Context: an optimization exercise on an open-source flow, tuned for small area. The choices shown serve that exercise and are no tape-out recipe. The RTL was checked by simulation tests, not by an equivalence proof against the original design. Power is estimated from default activity; no workload was simulated.

### design/flow/design.v
package rename_pkg;
  localparam int ARCH_REGS = 32;
  localparam int PHYS_REGS = 64;
  localparam int AREG_W = 5;
  localparam int PREG_W = 6;
  localparam int SLOTS = 2;
  localparam int RQ_DEPTH = 16;
  localparam int RQ_PTR_W = 4;
  localparam int RQ_CNT_W = 5;
  localparam int FREE_CNT_W = 7;
  localparam logic [6:0] OPC_OP = 7'b0110011;
  localparam logic [6:0] OPC_IMM = 7'b0010011;
  typedef struct packed {
    logic [6:0] funct7;
    logic [4:0] rs2;
    logic [4:0] rs1;
    logic [2:0] funct3;
    logic [4:0] rd;
    logic [6:0] opcode;
  } insn_r_t;
  typedef struct packed {
    logic [11:0] imm12;
    logic [4:0] rs1;
    logic [2:0] funct3;
    logic [4:0] rd;
    logic [6:0] opcode;
  } insn_i_t;
  typedef union packed {
    insn_r_t r;
    insn_i_t i;
  } insn_word_t;
endpackage
import rename_pkg::*;
module insn_decode (
  input  logic clk,
  input  logic rst,
  input  logic in_valid,
  output logic in_ready,
  input  logic [rename_pkg::SLOTS-1:0] in_slot_en,
  input  logic [rename_pkg::SLOTS-1:0][31:0] in_insn,
  output logic dec_valid,
  input  logic dec_ready,
  output logic [rename_pkg::SLOTS-1:0] dec_slot_en,
  output logic [rename_pkg::SLOTS-1:0][rename_pkg::AREG_W-1:0] dec_rs1,
  output logic [rename_pkg::SLOTS-1:0][rename_pkg::AREG_W-1:0] dec_rs2,
  output logic [rename_pkg::SLOTS-1:0] dec_rs2_en,
  output logic [rename_pkg::SLOTS-1:0][rename_pkg::AREG_W-1:0] dec_rd,
  output logic [rename_pkg::SLOTS-1:0] dec_wr_en
);
  logic [SLOTS-1:0] is_op;
  logic [SLOTS-1:0] is_imm;
  logic [SLOTS-1:0][AREG_W-1:0] nxt_rs1;
  logic [SLOTS-1:0][AREG_W-1:0] nxt_rs2;
  logic [SLOTS-1:0][AREG_W-1:0] nxt_rd;
  logic [SLOTS-1:0] nxt_rs2_en;
  logic [SLOTS-1:0] nxt_wr_en;
  always_comb begin
    for (int s = 0; s < SLOTS; s++) begin
      is_op[s] = in_insn[s][6:0] == OPC_OP;
      is_imm[s] = in_insn[s][6:0] == OPC_IMM;
      nxt_rs1[s] = in_insn[s][19:15];
      nxt_rd[s] = in_insn[s][11:7];
      nxt_rs2[s] = is_op[s] ? in_insn[s][24:20] : '0;
      nxt_rs2_en[s] = in_slot_en[s] && is_op[s];
      nxt_wr_en[s] = in_slot_en[s] && (is_op[s] || is_imm[s]) && (nxt_rd[s] != '0);
    end
  end
  assign in_ready = !dec_valid || dec_ready;
  always_ff @(posedge clk) begin
    if (rst) begin
      dec_valid <= 1'b0;
    end else if (in_ready) begin
      dec_valid <= in_valid;
    end
  end
  always_ff @(posedge clk) begin
    if (in_valid && in_ready) begin
      dec_slot_en <= in_slot_en;
      dec_rs1 <= nxt_rs1;
      dec_rs2 <= nxt_rs2;
      dec_rs2_en <= nxt_rs2_en;
      dec_rd <= nxt_rd;
      dec_wr_en <= nxt_wr_en;
    end
  end
endmodule
import rename_pkg::*;
module rename_map (
  input  logic clk,
  input  logic rst,
  input  logic [rename_pkg::SLOTS-1:0][rename_pkg::AREG_W-1:0] rs1,
  input  logic [rename_pkg::SLOTS-1:0][rename_pkg::AREG_W-1:0] rs2,
  input  logic [rename_pkg::SLOTS-1:0][rename_pkg::AREG_W-1:0] rd,
  input  logic [rename_pkg::SLOTS-1:0] wr_en,
  input  logic [rename_pkg::SLOTS-1:0][rename_pkg::PREG_W-1:0] new_preg,
  output logic [rename_pkg::SLOTS-1:0][rename_pkg::PREG_W-1:0] psrc1,
  output logic [rename_pkg::SLOTS-1:0][rename_pkg::PREG_W-1:0] psrc2,
  output logic [rename_pkg::SLOTS-1:0][rename_pkg::PREG_W-1:0] pold
);
  logic [ARCH_REGS-1:0][PREG_W-1:0] map_q;
  always_comb begin
    for (int s = 0; s < SLOTS; s++) begin
      psrc1[s] = map_q[rs1[s]];
      psrc2[s] = map_q[rs2[s]];
      pold[s] = map_q[rd[s]];
      for (int o = 0; o < s; o++) begin
        if (wr_en[o] && rd[o] == rs1[s]) begin
          psrc1[s] = new_preg[o];
        end
        if (wr_en[o] && rd[o] == rs2[s]) begin
          psrc2[s] = new_preg[o];
        end
        if (wr_en[o] && rd[o] == rd[s]) begin
          pold[s] = new_preg[o];
        end
      end
    end
  end
  always_ff @(posedge clk) begin
    if (rst) begin
      for (int a = 0; a < ARCH_REGS; a++) begin
        map_q[a] <= PREG_W'(a);
      end
    end else begin
      for (int s = 0; s < SLOTS; s++) begin
        if (wr_en[s]) begin
          map_q[rd[s]] <= new_preg[s];
        end
      end
    end
  end
endmodule
import rename_pkg::*;
module free_list (
  input  logic clk,
  input  logic rst,
  input  logic [rename_pkg::SLOTS-1:0] pop_en,
  input  logic [rename_pkg::SLOTS-1:0] push_en,
  input  logic [rename_pkg::SLOTS-1:0][rename_pkg::PREG_W-1:0] push_reg,
  output logic [rename_pkg::SLOTS-1:0][rename_pkg::PREG_W-1:0] head_preg,
  output logic [rename_pkg::FREE_CNT_W-1:0] num_free
);
  logic [PHYS_REGS-1:0][PREG_W-1:0] fifo_q;
  logic [PREG_W-1:0] tail_q;
  logic [PREG_W-1:0] head_q;
  logic [FREE_CNT_W-1:0] count_q;
  logic [FREE_CNT_W-1:0] num_pop;
  logic [FREE_CNT_W-1:0] num_push;
  logic [SLOTS-1:0][PREG_W-1:0] push_addr;
  logic [SLOTS-1:0][PREG_W-1:0] pop_addr;
  always_comb begin
    num_pop = '0;
    num_push = '0;
    for (int s = 0; s < SLOTS; s++) begin
      push_addr[s] = head_q + PREG_W'(num_push);
      num_push = num_push + FREE_CNT_W'(push_en[s]);
      num_pop = num_pop + FREE_CNT_W'(pop_en[s]);
    end
  end
  always_comb begin
    for (int s = 0; s < SLOTS; s++) begin
      pop_addr[s] = tail_q + PREG_W'(s);
      head_preg[s] = fifo_q[pop_addr[s]];
    end
  end
  assign num_free = count_q;
  always_ff @(posedge clk) begin
    if (rst) begin
      tail_q <= '0;
      head_q <= PREG_W'(PHYS_REGS - ARCH_REGS);
      count_q <= FREE_CNT_W'(PHYS_REGS - ARCH_REGS);
      for (int i = 0; i < PHYS_REGS; i++) begin
        fifo_q[i] <= PREG_W'(ARCH_REGS + i);
      end
    end else begin
      for (int s = 0; s < SLOTS; s++) begin
        if (push_en[s]) begin
          fifo_q[push_addr[s]] <= push_reg[s];
        end
      end
      tail_q <= tail_q + PREG_W'(num_pop);
      head_q <= head_q + PREG_W'(num_push);
      count_q <= count_q + num_push - num_pop;
    end
  end
endmodule
import rename_pkg::*;
module rename_stage (
  input  logic clk,
  input  logic rst,
  input  logic dec_valid,
  output logic dec_ready,
  input  logic [rename_pkg::SLOTS-1:0] dec_slot_en,
  input  logic [rename_pkg::SLOTS-1:0][rename_pkg::AREG_W-1:0] dec_rs1,
  input  logic [rename_pkg::SLOTS-1:0][rename_pkg::AREG_W-1:0] dec_rs2,
  input  logic [rename_pkg::SLOTS-1:0] dec_rs2_en,
  input  logic [rename_pkg::SLOTS-1:0][rename_pkg::AREG_W-1:0] dec_rd,
  input  logic [rename_pkg::SLOTS-1:0] dec_wr_en,
  output logic ren_valid,
  input  logic ren_ready,
  output logic [rename_pkg::SLOTS-1:0] ren_slot_en,
  output logic [rename_pkg::SLOTS-1:0][rename_pkg::PREG_W-1:0] ren_pdst,
  output logic [rename_pkg::SLOTS-1:0][rename_pkg::PREG_W-1:0] ren_psrc1,
  output logic [rename_pkg::SLOTS-1:0][rename_pkg::PREG_W-1:0] ren_psrc2,
  output logic [rename_pkg::SLOTS-1:0] ren_src2_en,
  output logic [rename_pkg::SLOTS-1:0][rename_pkg::PREG_W-1:0] ren_pold,
  output logic [rename_pkg::SLOTS-1:0] ren_wr_en,
  input  logic [rename_pkg::FREE_CNT_W-1:0] num_free,
  input  logic [rename_pkg::SLOTS-1:0][rename_pkg::PREG_W-1:0] head_preg,
  output logic [rename_pkg::SLOTS-1:0] pop_en,
  input  logic [rename_pkg::RQ_CNT_W-1:0] rq_space,
  output logic [rename_pkg::SLOTS-1:0] rq_push_en,
  output logic [rename_pkg::SLOTS-1:0][rename_pkg::PREG_W-1:0] rq_pold,
  output logic [rename_pkg::SLOTS-1:0] rq_wr_en
);
  logic [FREE_CNT_W-1:0] wr_cnt;
  logic [RQ_CNT_W-1:0] uop_cnt;
  logic [SLOTS-1:0][PREG_W-1:0] new_preg;
  logic [SLOTS-1:0] map_wr;
  logic [SLOTS-1:0][PREG_W-1:0] psrc1;
  logic [SLOTS-1:0][PREG_W-1:0] psrc2;
  logic [SLOTS-1:0][PREG_W-1:0] pold;
  logic out_free;
  logic accept;
  int unsigned alloc_idx;
  always_comb begin
    wr_cnt = '0;
    uop_cnt = '0;
    alloc_idx = 0;
    for (int s = 0; s < SLOTS; s++) begin
      new_preg[s] = head_preg[alloc_idx];
      alloc_idx = alloc_idx + 32'(dec_wr_en[s]);
      wr_cnt = wr_cnt + FREE_CNT_W'(dec_wr_en[s]);
      uop_cnt = uop_cnt + RQ_CNT_W'(dec_slot_en[s]);
    end
  end
  assign out_free = !ren_valid || ren_ready;
  assign dec_ready = out_free && (num_free >= wr_cnt) && (rq_space >= uop_cnt);
  assign accept = dec_valid && dec_ready;
  assign map_wr = dec_wr_en & {SLOTS{accept}};
  assign pop_en = map_wr;
  assign rq_push_en = dec_slot_en & {SLOTS{accept}};
  assign rq_pold = pold;
  assign rq_wr_en = dec_wr_en;
  rename_map u_rename_map (
    .clk      (clk),
    .rst      (rst),
    .rs1      (dec_rs1),
    .rs2      (dec_rs2),
    .rd       (dec_rd),
    .wr_en    (map_wr),
    .new_preg (new_preg),
    .psrc1    (psrc1),
    .psrc2    (psrc2),
    .pold     (pold)
  );
  always_ff @(posedge clk) begin
    if (rst) begin
      ren_valid <= 1'b0;
    end else if (out_free) begin
      ren_valid <= accept;
    end
  end
  always_ff @(posedge clk) begin
    if (accept) begin
      ren_slot_en <= dec_slot_en;
      ren_psrc1 <= psrc1;
      ren_psrc2 <= psrc2;
      ren_src2_en <= dec_rs2_en;
      ren_wr_en <= dec_wr_en;
      for (int s = 0; s < SLOTS; s++) begin
        ren_pdst[s] <= dec_wr_en[s] ? new_preg[s] : '0;
        ren_pold[s] <= dec_wr_en[s] ? pold[s] : '0;
      end
    end
  end
endmodule
import rename_pkg::*;
module retire_queue (
  input  logic clk,
  input  logic rst,
  input  logic [rename_pkg::SLOTS-1:0] rq_push_en,
  input  logic [rename_pkg::SLOTS-1:0][rename_pkg::PREG_W-1:0] rq_pold,
  input  logic [rename_pkg::SLOTS-1:0] rq_wr_en,
  output logic [rename_pkg::RQ_CNT_W-1:0] rq_space,
  input  logic commit_valid,
  input  logic commit_two,
  output logic commit_ready,
  output logic [rename_pkg::SLOTS-1:0] freed_en,
  output logic [rename_pkg::SLOTS-1:0][rename_pkg::PREG_W-1:0] freed_preg
);
  logic [RQ_DEPTH-1:0][PREG_W-1:0] pold_q;
  logic [RQ_DEPTH-1:0] wr_q;
  logic [RQ_PTR_W-1:0] rd_ptr;
  logic [RQ_PTR_W-1:0] wr_ptr;
  logic [RQ_CNT_W-1:0] count_q;
  logic [RQ_CNT_W-1:0] commit_cnt;
  logic [RQ_CNT_W-1:0] num_push;
  logic [RQ_CNT_W-1:0] num_pop;
  logic [SLOTS-1:0][RQ_PTR_W-1:0] push_addr;
  logic commit_fire;
  logic [SLOTS-1:0][RQ_PTR_W-1:0] pop_addr;
  assign rq_space = RQ_CNT_W'(RQ_DEPTH) - count_q;
  assign commit_cnt = commit_two ? RQ_CNT_W'(2) : RQ_CNT_W'(1);
  assign commit_ready = count_q >= commit_cnt;
  assign commit_fire = commit_valid && commit_ready;
  assign num_pop = commit_fire ? commit_cnt : '0;
  always_comb begin
    num_push = '0;
    for (int s = 0; s < SLOTS; s++) begin
      push_addr[s] = wr_ptr + RQ_PTR_W'(num_push);
      num_push = num_push + RQ_CNT_W'(rq_push_en[s]);
    end
  end
  always_comb begin
    for (int s = 0; s < SLOTS; s++) begin
      pop_addr[s] = rd_ptr + RQ_PTR_W'(s);
      freed_preg[s] = pold_q[pop_addr[s]];
      freed_en[s] = commit_fire && (RQ_CNT_W'(s) < commit_cnt) &&
                    wr_q[pop_addr[s]];
    end
  end
  always_ff @(posedge clk) begin
    if (rst) begin
      rd_ptr <= '0;
      wr_ptr <= '0;
      count_q <= '0;
    end else begin
      rd_ptr <= rd_ptr + RQ_PTR_W'(num_pop);
      wr_ptr <= wr_ptr + RQ_PTR_W'(num_push);
      count_q <= count_q + num_push - num_pop;
    end
  end
  always_ff @(posedge clk) begin
    for (int s = 0; s < SLOTS; s++) begin
      if (rq_push_en[s]) begin
        pold_q[push_addr[s]] <= rq_pold[s];
        wr_q[push_addr[s]] <= rq_wr_en[s];
      end
    end
  end
endmodule
import rename_pkg::*;
module rename_top (
  input  logic clk,
  input  logic rst,
  input  logic in_valid,
  output logic in_ready,
  input  logic [rename_pkg::SLOTS-1:0] in_slot_en,
  input  logic [rename_pkg::SLOTS-1:0][31:0] in_insn,
  output logic ren_valid,
  input  logic ren_ready,
  output logic [rename_pkg::SLOTS-1:0] ren_slot_en,
  output logic [rename_pkg::SLOTS-1:0][rename_pkg::PREG_W-1:0] ren_pdst,
  output logic [rename_pkg::SLOTS-1:0][rename_pkg::PREG_W-1:0] ren_psrc1,
  output logic [rename_pkg::SLOTS-1:0][rename_pkg::PREG_W-1:0] ren_psrc2,
  output logic [rename_pkg::SLOTS-1:0] ren_src2_en,
  output logic [rename_pkg::SLOTS-1:0][rename_pkg::PREG_W-1:0] ren_pold,
  output logic [rename_pkg::SLOTS-1:0] ren_wr_en,
  input  logic commit_valid,
  input  logic commit_two,
  output logic commit_ready,
  output logic [rename_pkg::SLOTS-1:0] freed_en,
  output logic [rename_pkg::SLOTS-1:0][rename_pkg::PREG_W-1:0] freed_preg
);
  logic dec_valid;
  logic dec_ready;
  logic [SLOTS-1:0] dec_slot_en;
  logic [SLOTS-1:0][AREG_W-1:0] dec_rs1;
  logic [SLOTS-1:0][AREG_W-1:0] dec_rs2;
  logic [SLOTS-1:0] dec_rs2_en;
  logic [SLOTS-1:0][AREG_W-1:0] dec_rd;
  logic [SLOTS-1:0] dec_wr_en;
  logic [FREE_CNT_W-1:0] num_free;
  logic [SLOTS-1:0][PREG_W-1:0] head_preg;
  logic [SLOTS-1:0] pop_en;
  logic [RQ_CNT_W-1:0] rq_space;
  logic [SLOTS-1:0] rq_push_en;
  logic [SLOTS-1:0][PREG_W-1:0] rq_pold;
  logic [SLOTS-1:0] rq_wr_en;
  insn_decode u_insn_decode (
    .clk(clk), .rst(rst),
    .in_valid(in_valid), .in_ready(in_ready),
    .in_slot_en(in_slot_en), .in_insn(in_insn),
    .dec_valid(dec_valid), .dec_ready(dec_ready),
    .dec_slot_en(dec_slot_en), .dec_rs1(dec_rs1), .dec_rs2(dec_rs2),
    .dec_rs2_en(dec_rs2_en), .dec_rd(dec_rd), .dec_wr_en(dec_wr_en)
  );
  rename_stage u_rename_stage (
    .clk(clk), .rst(rst),
    .dec_valid(dec_valid), .dec_ready(dec_ready),
    .dec_slot_en(dec_slot_en), .dec_rs1(dec_rs1), .dec_rs2(dec_rs2),
    .dec_rs2_en(dec_rs2_en), .dec_rd(dec_rd), .dec_wr_en(dec_wr_en),
    .ren_valid(ren_valid), .ren_ready(ren_ready), .ren_slot_en(ren_slot_en),
    .ren_pdst(ren_pdst), .ren_psrc1(ren_psrc1), .ren_psrc2(ren_psrc2),
    .ren_src2_en(ren_src2_en), .ren_pold(ren_pold), .ren_wr_en(ren_wr_en),
    .num_free(num_free), .head_preg(head_preg), .pop_en(pop_en),
    .rq_space(rq_space), .rq_push_en(rq_push_en),
    .rq_pold(rq_pold), .rq_wr_en(rq_wr_en)
  );
  retire_queue u_retire_queue (
    .clk(clk), .rst(rst),
    .rq_push_en(rq_push_en), .rq_pold(rq_pold), .rq_wr_en(rq_wr_en),
    .rq_space(rq_space),
    .commit_valid(commit_valid), .commit_two(commit_two),
    .commit_ready(commit_ready),
    .freed_en(freed_en), .freed_preg(freed_preg)
  );
  free_list u_free_list (
    .clk(clk), .rst(rst),
    .pop_en(pop_en), .push_en(freed_en), .push_reg(freed_preg),
    .head_preg(head_preg), .num_free(num_free)
  );
endmodule
### design/flow/run.sh
#!/bin/bash
# synth_recipe.tcl (not shown) runs the flow's synth.tcl, then flattens the netlist and writes it again
# the make line also repeats each setting of config.mk as NAME=value (left out here)
make -C /OpenROAD-flow-scripts/flow DESIGN_CONFIG=/design/flow/config.mk WORK_HOME=/design/flow/orfs CLKGATE_MAP_FILE= SYNTH_SCRIPT=/design/flow/synth_recipe.tcl finish
### design/flow/config.mk
export PLATFORM = sky130hd
export DESIGN_NAME = rename_top
export DESIGN_NICKNAME = rename_top
export VERILOG_FILES = /design/flow/design.v
export SDC_FILE = /design/flow/constraint.sdc
export NUM_CORES = 4
export LEC_CHECK = 0
export CAP_MARGIN = 20
export CORE_MARGIN = 2
export CORE_UTILIZATION = 40
export SLEW_MARGIN = 20
### design/flow/constraint.sdc
create_clock -name core_clock -period 7.0 [get_ports {clk}]
set_input_delay 1.4000 -clock core_clock [delete_from_list [all_inputs] [get_ports {clk}]]
set_output_delay 1.4000 -clock core_clock [all_outputs]
set_load 0.01 [all_outputs]
==> metrics.yaml <==
status: "complete, no violations"
yosysWarnings: 5
synthCells: 7058
die-area_um2: 164000
cts_tree: "yes"
cp-startpoint: "commit_two"
syn_nets: 7247
tightest_slew_ns: 1.28
numCtsBuffers: 102
synth_top_area_share: 0.224
fp.dieW_um: 405
fin_worst_skew_ns: 0.0714
grt_pass1_wl_mm: 530
criticalPathCategory: "in -> reg"
clk_latency_ns: 0.84
fmax_mhz: 150
slew_viol_final: 0
dp_slack_ns: -0.538
cp.required_ns: 7.73
grt_overflow: 0
ys_top_cells_by_count: "nand2_1 (825), dfxtp_1 (722), mux4_2 (609)"
placementRows: 147
yosysMostFrequentCell: "nand2_1"
ys.flop_type: "dfxtp_1"
grt_pass1_vias: 66500
cp-end-kind: "flop"
port-buffer-count: 122
max_cap_violations: 0
synth_top_area_cell: "dfxtp_1"
slowest_stage: "a2111oi_4"
ff2ff_path_depth: 23
cp-start-kind: "input pin"
wl_per_cell_um: 40.0
grt_usage: 0.458
stdcell_count: 9607
clk_pin_slew_ns: 0.06
synth_area_leaders: "dfxtp_1 (22%), mux4_2 (21%), nand2_1 (4.8%), edfxtp_1 (4.2%), o21ai_0 (4.0%)"
vdd_drop_max_mv: 1.01
setup_slack_ns: 0.350
route.met2.wl_mm: 154
drtIter0Drc: 12600
worst-path-buf-inv: 11
core_area_um2: 160000
finalCritPeriodShare: 0.950
nFillCells: 15300
antenna_left: 0
setup_violations: 0
cts_setup_buffers: 0
tns_ns: 0
power_uw: 26200
hold_viol_final: 0
grt_max_degree: 160
place_inst: 9405
syn_to_final_growth_pct: 17.8
drt-total-wl_mm: 385
max_stage_delay_ns: 0.62
critical_path_depth: 28
r2r-start: "u_insn_decode.dec_slot_en[1]$_DFFE_PP_"
drc: 0
post-route-min-period_ns: 6.65
vias: 71900
slew_headroom: 0.142
synth-async-reset-ratio: 0
ys_ff_latch: 812
postSynthAreaPerCell_um2: 9.13
root_buffer: "clkbuf_16"
cts_hold_buf: 0
pin_count: 143
p_leak_uw: 0.0258
crit_top_cell: "buf_4"
fp.dieH_um: 405
htree_num_levels: 3
crit_end: "u_free_list.fifo_q[285]$_SDFF_PP1_"
drive_gt1_frac: 0.226
drt-pass1-iter-count: 9
start_util: 0.402
final_net_count: 7542
route.met3.wl_mm: 57.5
routed.top_layer: "met5"
clock_path_buffers: 3
gp_congestion: 1.10
crit_family: "buffers and inverters"
cp.arrival_ns: 7.38
cts_sinks: 812
worst-path-max-fanout: 10
syn_area_um2: 64400
hold_path.class: "reg -> reg"
whs_ns: 0.422
synth_cell_types: 111
rsz0062_at_grt: "no"
p_per_area_nw_per_um2: 346
dpl.hpwl_mm: 276
wl_met1_mm: 131
antenna_found_initial: 34
regToRegEndpoint: "u_retire_queue.pold_q[29]$_DFF_P_"
ys_seq_area_frac: 0.266
reg2reg_slack_ns: 0.54
vias_per_cell: 7.49
synth-edff-count: 90
cell type report:
type                       instances  area, um^2  area share
tap                             2160        2700      0.0356
clock buffer                     134        2800      0.0369
antenna                           14        35.0    0.000462
inverter                         119         452     0.00595
sequential                       812       17200       0.226
clock inverter                    50         602     0.00793
multi-input combinational       5508       44600       0.587
timing repair buffer             810        7550      0.0994
where the power goes:
part	switching (uW)	total, uW	internal [uW]	leakage, uW
logic	10600	15200	4580	0.0175
registers	425	5470	5050	0.00671
clock network	2500	5630	3120	0.00165
total	13500	26200	12700	0.0258
cells in the final DEF (no fill, tap or decap), drive strengths merged, types with 154 or more instances in the layout:
master	n
nand2	827
dfxtp	722
buf	688
mux4	614
nor2	556
o21ai	536
a21oi	412
a22oi	300
nand3	240
a22o	213
nor3	154
worst min path at each step:
stage	depth (start not counted)	from	slack, ns	end
after floorplan	0	u_insn_decode.dec_rs2_en[0]$_DFFE_PP_	0.40	u_rename_stage.ren_src2_en[0]$_DFFE_PN_
after global placement	0	u_insn_decode.dec_rs2_en[1]$_DFFE_PP_	0.40	u_rename_stage.ren_src2_en[1]$_DFFE_PN_
after detailed placement	0	u_insn_decode.dec_rs2_en[1]$_DFFE_PP_	0.41	u_rename_stage.ren_src2_en[1]$_DFFE_PN_
after CTS	0	u_insn_decode.dec_rs2_en[1]$_DFFE_PP_	0.42	u_rename_stage.ren_src2_en[1]$_DFFE_PN_
after global routing	0	u_insn_decode.dec_rs2_en[1]$_DFFE_PP_	0.42	u_rename_stage.ren_src2_en[1]$_DFFE_PN_
final	0	u_insn_decode.dec_rs2_en[1]$_DFFE_PP_	0.42	u_rename_stage.ren_src2_en[1]$_DFFE_PN_
per-layer routing:
layer,GRT usage,vias up
met5,0.00416,-
met2,0.645,6614
met3,0.187,1837
met4,0.388,28
met1,0.540,35100
li1,-,28400
cells by family after synthesis:
logic type	Yosys count	share of synthesized area
XOR/XNOR	105	0.0153
adder cells (fa/ha/maj)	117	0.0242
AND/OR/NAND/NOR	2161	0.152
buffers and inverters	738	0.0494
multiplexers	761	0.239
AO/OA/AOI/OAI	2364	0.254
flip-flops	812	0.266
sequential cells by signal (all words and copies together), names as in the netlist, 12 cells and up:
name and cells:
u_free_list.fifo_q 384, u_rename_stage.u_rename_map.map_q 192, u_retire_queue.pold_q 96, u_retire_queue.wr_q 16, u_rename_stage.ren_pdst 12, u_rename_stage.ren_pold 12, u_rename_stage.ren_psrc1 12, u_rename_stage.ren_psrc2 12
stage by stage:
step / instance area, um^2 / util
2_1_floorplan: 64500 / -
3_3_place_gp: 72300 / 0.452
3_5_place_dp: 72300 / 0.452
4_1_cts: 75700 / 0.473
5_1_grt: 75900 / 0.474
6_report: 75900 / 0.474
worst reg2reg max path, stage by stage, from the launching register on:
cell	delay (ns)
edfxtp_1	0.60
ha_1	0.37
ha_1	0.27
nand2b_1	0.14
a221o_1	0.34
a21o_1	0.31
o2111ai_1	0.21
inv_1	0.14
ha_1	0.23
ha_1	0.33
ha_1	0.18
inv_1	0.06
fa_1	0.55
nor3b_1	0.29
nor2b_1	0.20
nor2b_1	0.21
ha_1	0.19
nand2_1	0.11
o21ai_0	0.33
buf_12	0.20
nand2_1	0.15
o211ai_1	0.48
nand2_1	0.20
o32ai_1	0.31
timing repair:
item                                    4_1_cts  5_1_grt
endpoints found under the setup margin        0      101
hold endpoints to repair                      0        0
resized for setup                             0        5

[what the ideal ports hide]
Ports are ideal in the flow. The routed layout listed here was re-timed in OpenROAD. Step 1 sets driving cells, clkbuf_16 on the clock port and buf_2 on the other inputs (assumed; they add their load-dependent delay and slew). Step 2 also shifts input and output timing later by t, the mid clock arrival at the registers, as if the neighbouring blocks saw the same clock. Slacks: ideal / step 1 / step 2; pairs: ideal / step 1.
t (ns): 0.897
setup WS [ns]: 0.350 / 0.418 / -0.478
worst setup path after step 2: input to register
pins driven straight from the clock port: 1
Met with ideal ports but missed after step 2: setup timing in this run. The setup slack of this run moves by +0.068 ns with the drivers and by -0.828 ns with both steps.
